Background: an optimization exercise with open tools, aiming at small area and a short achievable clock period. Do not read the settings as production practice.
At most, simulation tests tie the RTL to the original design; equivalence was not proved.

==> flow/design.v (excerpt) <==
module mdu_ctrl #(
  parameter int unsigned MULT_CYCLES = mdu_pkg::MULT_CYCLES_DEF,
  parameter int unsigned DIV_CYCLES  = mdu_pkg::DIV_CYCLES_DEF
) (
  input  logic        clk,
  input  logic        reset,
  input  logic        start,
  input  logic [3:0]  op,
  input  logic [31:0] rs,
  input  logic [31:0] rt,
  input  logic        out_sel,
  input  logic        flush,
  output logic        busy,
  output logic [31:0] out
);
export LEC_CHECK = 0
export ABC_AREA = 1
export CAP_MARGIN = 20
export CORE_MARGIN = 2
export CORE_UTILIZATION = 40
export CTS_BUF_LIST = sky130_fd_sc_hd__clkbuf_4 sky130_fd_sc_hd__clkbuf_8
export CTS_CLUSTER_DIAMETER = 100
export CTS_CLUSTER_SIZE = 30
export SLEW_MARGIN = 20
create_clock -name core_clock -period 150.0 [get_ports {clk}]
standard.sh (not shown) runs the stock make flow with config.mk's settings and CLKGATE_MAP_FILE= SYNTH_SCRIPT=/design/flow/synth_recipe.tcl, a recipe that flattens the netlist after the stock synthesis.
==> flow/flow/run.sh <==
#!/bin/bash
# Layout flow: the standard flow (standard.sh) with three changes:
#  - synthesis maps with flow/abc_area.script, an area-oriented ABC script,
#  - synthesis skips Yosys's early generic ABC pass (SYNTH_ARGS=-noabc), so
#    the full adders written in the RTL reach extract_fa as written,
#  - the port buffers are buf_1 cells.
# Every tool's output stays in the ORFS logs under orfs/logs; make's own output
# goes to flow_make.log.
set -euo pipefail
rm -rf scripts_local
cp -r "$FLOW_HOME/scripts" scripts_local
cp flow/abc_area.script scripts_local/abc_area.script
bash standard.sh SCRIPTS_DIR="$PWD/scripts_local" SYNTH_ARGS=-noabc \
  "BUFFER_PORTS_ARGS=-buffer_cell sky130_fd_sc_hd__buf_1" finish > flow_make.log 2>&1
==> flow/flow/abc_area.script <==
strash
&get -n
&st
&dch
&nf -R 1000
&put
strash
&get -n
&st
&dch
&nf -R 1000
&put
Then changed:
==> flow/config.mk (replaced) <==
export PLATFORM = sky130hd
export DESIGN_NAME = mdu_ctrl
export DESIGN_NICKNAME = mdu_ctrl
export VERILOG_FILES = /design/flow/design.v
export SDC_FILE = /design/flow/constraint.sdc
export NUM_CORES = 4
export LEC_CHECK = 0
export ABC_AREA = 1
export CAP_MARGIN = 0
export CORE_MARGIN = 2
export CORE_UTILIZATION = 40
export SLEW_MARGIN = 0
Outcome: Maximum frequency stays flat; cell count is unchanged; non-clock buffer count does not change.
Then changed:
--- a/flow/flow/run.sh
+++ b/flow/flow/run.sh
@@ -5,3 +5,5 @@
 #    the full adders written in the RTL reach extract_fa as written,
-#  - the port buffers are buf_1 cells.
+#  - the port buffers are buf_1 cells,
+#  - clock tree synthesis uses clkbuf_4/clkbuf_8, larger sink clusters and no
+#    dummy loads.
 # Every tool's output stays in the ORFS logs under orfs/logs; make's own output
@@ -13,2 +15,4 @@
 bash standard.sh SCRIPTS_DIR="$PWD/scripts_local" SYNTH_ARGS=-noabc \
-  "BUFFER_PORTS_ARGS=-buffer_cell sky130_fd_sc_hd__buf_1" finish > flow_make.log 2>&1
+  "BUFFER_PORTS_ARGS=-buffer_cell sky130_fd_sc_hd__buf_1" \
+  "CTS_ARGS=-sink_clustering_enable -repair_clock_nets -dont_use_dummy_load -buf_list {sky130_fd_sc_hd__clkbuf_4 sky130_fd_sc_hd__clkbuf_8} -sink_clustering_size 30 -sink_clustering_max_diameter 100" \
+  finish > flow_make.log 2>&1
--- a/flow/config.mk
+++ b/flow/config.mk
@@ -8,5 +8,5 @@
 export ABC_AREA = 1
-export CAP_MARGIN = 0
+export CAP_MARGIN = 20
 export CORE_MARGIN = 2
 export CORE_UTILIZATION = 40
-export SLEW_MARGIN = 0
+export SLEW_MARGIN = 20
Sequential cell count does not change; design area came out lower by 2.1%; count of clock-buffer cells in the layout came out lower by 4.
No run of this note included a check of the RTL's function; only the layout flow was run.

== main ==
Another version of the RTL of mdu_ctrl (not shown whole).
Size: roughly 1700 cells after synthesis, ~170 flip-flops, about 110 I/O pins, roughly 0.016 mm^2 of cells after synthesis.
clock: 150.0 ns
lec_check: 0
abc_area: 1
cap_margin: 20
core_margin: 2
core_utilization: 40
slew_margin: 20
==> flow/flow/run.sh <==
#!/bin/bash
# Layout flow: the standard flow (standard.sh) with three changes:
#  - synthesis maps with flow/abc_area.script, an area-oriented ABC script,
#  - synthesis skips Yosys's early generic ABC pass (SYNTH_ARGS=-noabc), so
#    the full adders written in the RTL reach extract_fa as written,
#  - the port buffers are buf_1 cells.
# Every tool's output stays in the ORFS logs under orfs/logs; make's own output
# goes to flow_make.log.
set -euo pipefail
rm -rf scripts_local
cp -r "$FLOW_HOME/scripts" scripts_local
cp flow/abc_area.script scripts_local/abc_area.script
bash standard.sh SCRIPTS_DIR="$PWD/scripts_local" SYNTH_ARGS=-noabc \
  "BUFFER_PORTS_ARGS=-buffer_cell sky130_fd_sc_hd__buf_1" finish > flow_make.log 2>&1
Scripts as last shown in full above: flow/flow/abc_area.script
Every stage of the flow completed for main, and the final layout passed the timing, DRC and antenna checks.
What the feature branch does differently from main at the input level:
==> flow/run.sh (new file) <==
#!/bin/bash
# synth_recipe.tcl (not shown) runs the flow's synth.tcl, then flattens the netlist and writes it again
# the make line also repeats each setting of config.mk as NAME=value (left out here)
make -C /OpenROAD-flow-scripts/flow DESIGN_CONFIG=/design/flow/config.mk WORK_HOME=/design/flow/orfs CLKGATE_MAP_FILE= SYNTH_SCRIPT=/design/flow/synth_recipe.tcl finish
removed: flow/flow/run.sh
removed: flow/flow/abc_area.script
removed: flow/standard.sh
Findings:
- The feature branch did not stop at any stage, and its layout met the timing, DRC and antenna checks.
- Taking main as the reference, in the feature branch routed wire length shows an increase of about 13%, count of clock-buffer cells in the layout now sits lower.
- In the feature branch relative to main, number of nets in the layout had gone up by more than 10%.
- Measured against main, the worst-path maximum fanout of the feature branch comes out at 1.6 times the reference value.
- The register clock-pin slew on the reported worst setup and hold paths of the feature branch and that of main are within noise of each other.
- Post-route minimum period for the feature branch: 850 ps down relative to main
- main reports its start point of the critical path as cin_q while the feature branch reports out_sel.
- main vs the feature branch, critical setup path kind: flip-flop to flip-flop vs input pin to output pin

what the ideal ports hide:
Ports are ideal in the flow. The routed layouts listed here were re-timed in OpenROAD. Step 1 assumes that a clkbuf_16 drives the clock port and a buf_2 every other input. Step 2 times the ports against the registers' clock, not the clock port: input delays grow and output delays shrink by t, the midpoint of the rising clock arrivals with the driver on. Slacks: no drivers / after step 1 / after step 2; pairs: no drivers / after step 1.
run | t, ns | setup slack, ns | pins driven straight from the clock port
the first run of note 1 | 0.572 | 88.809 / 88.786 / 88.786 | 1
the second run of note 1 | 0.520 | 88.815 / 88.792 / 88.792 | 1
the third run of note 1 | 0.554 | 88.806 / 88.783 / 88.783 | 1
main | 0.499 | 87.557 / 87.557 / 87.557 | 1
the feature branch | 0.521 | 88.403 / 88.380 / 88.380 | 1
After both steps setup and hold are still met in every run listed.
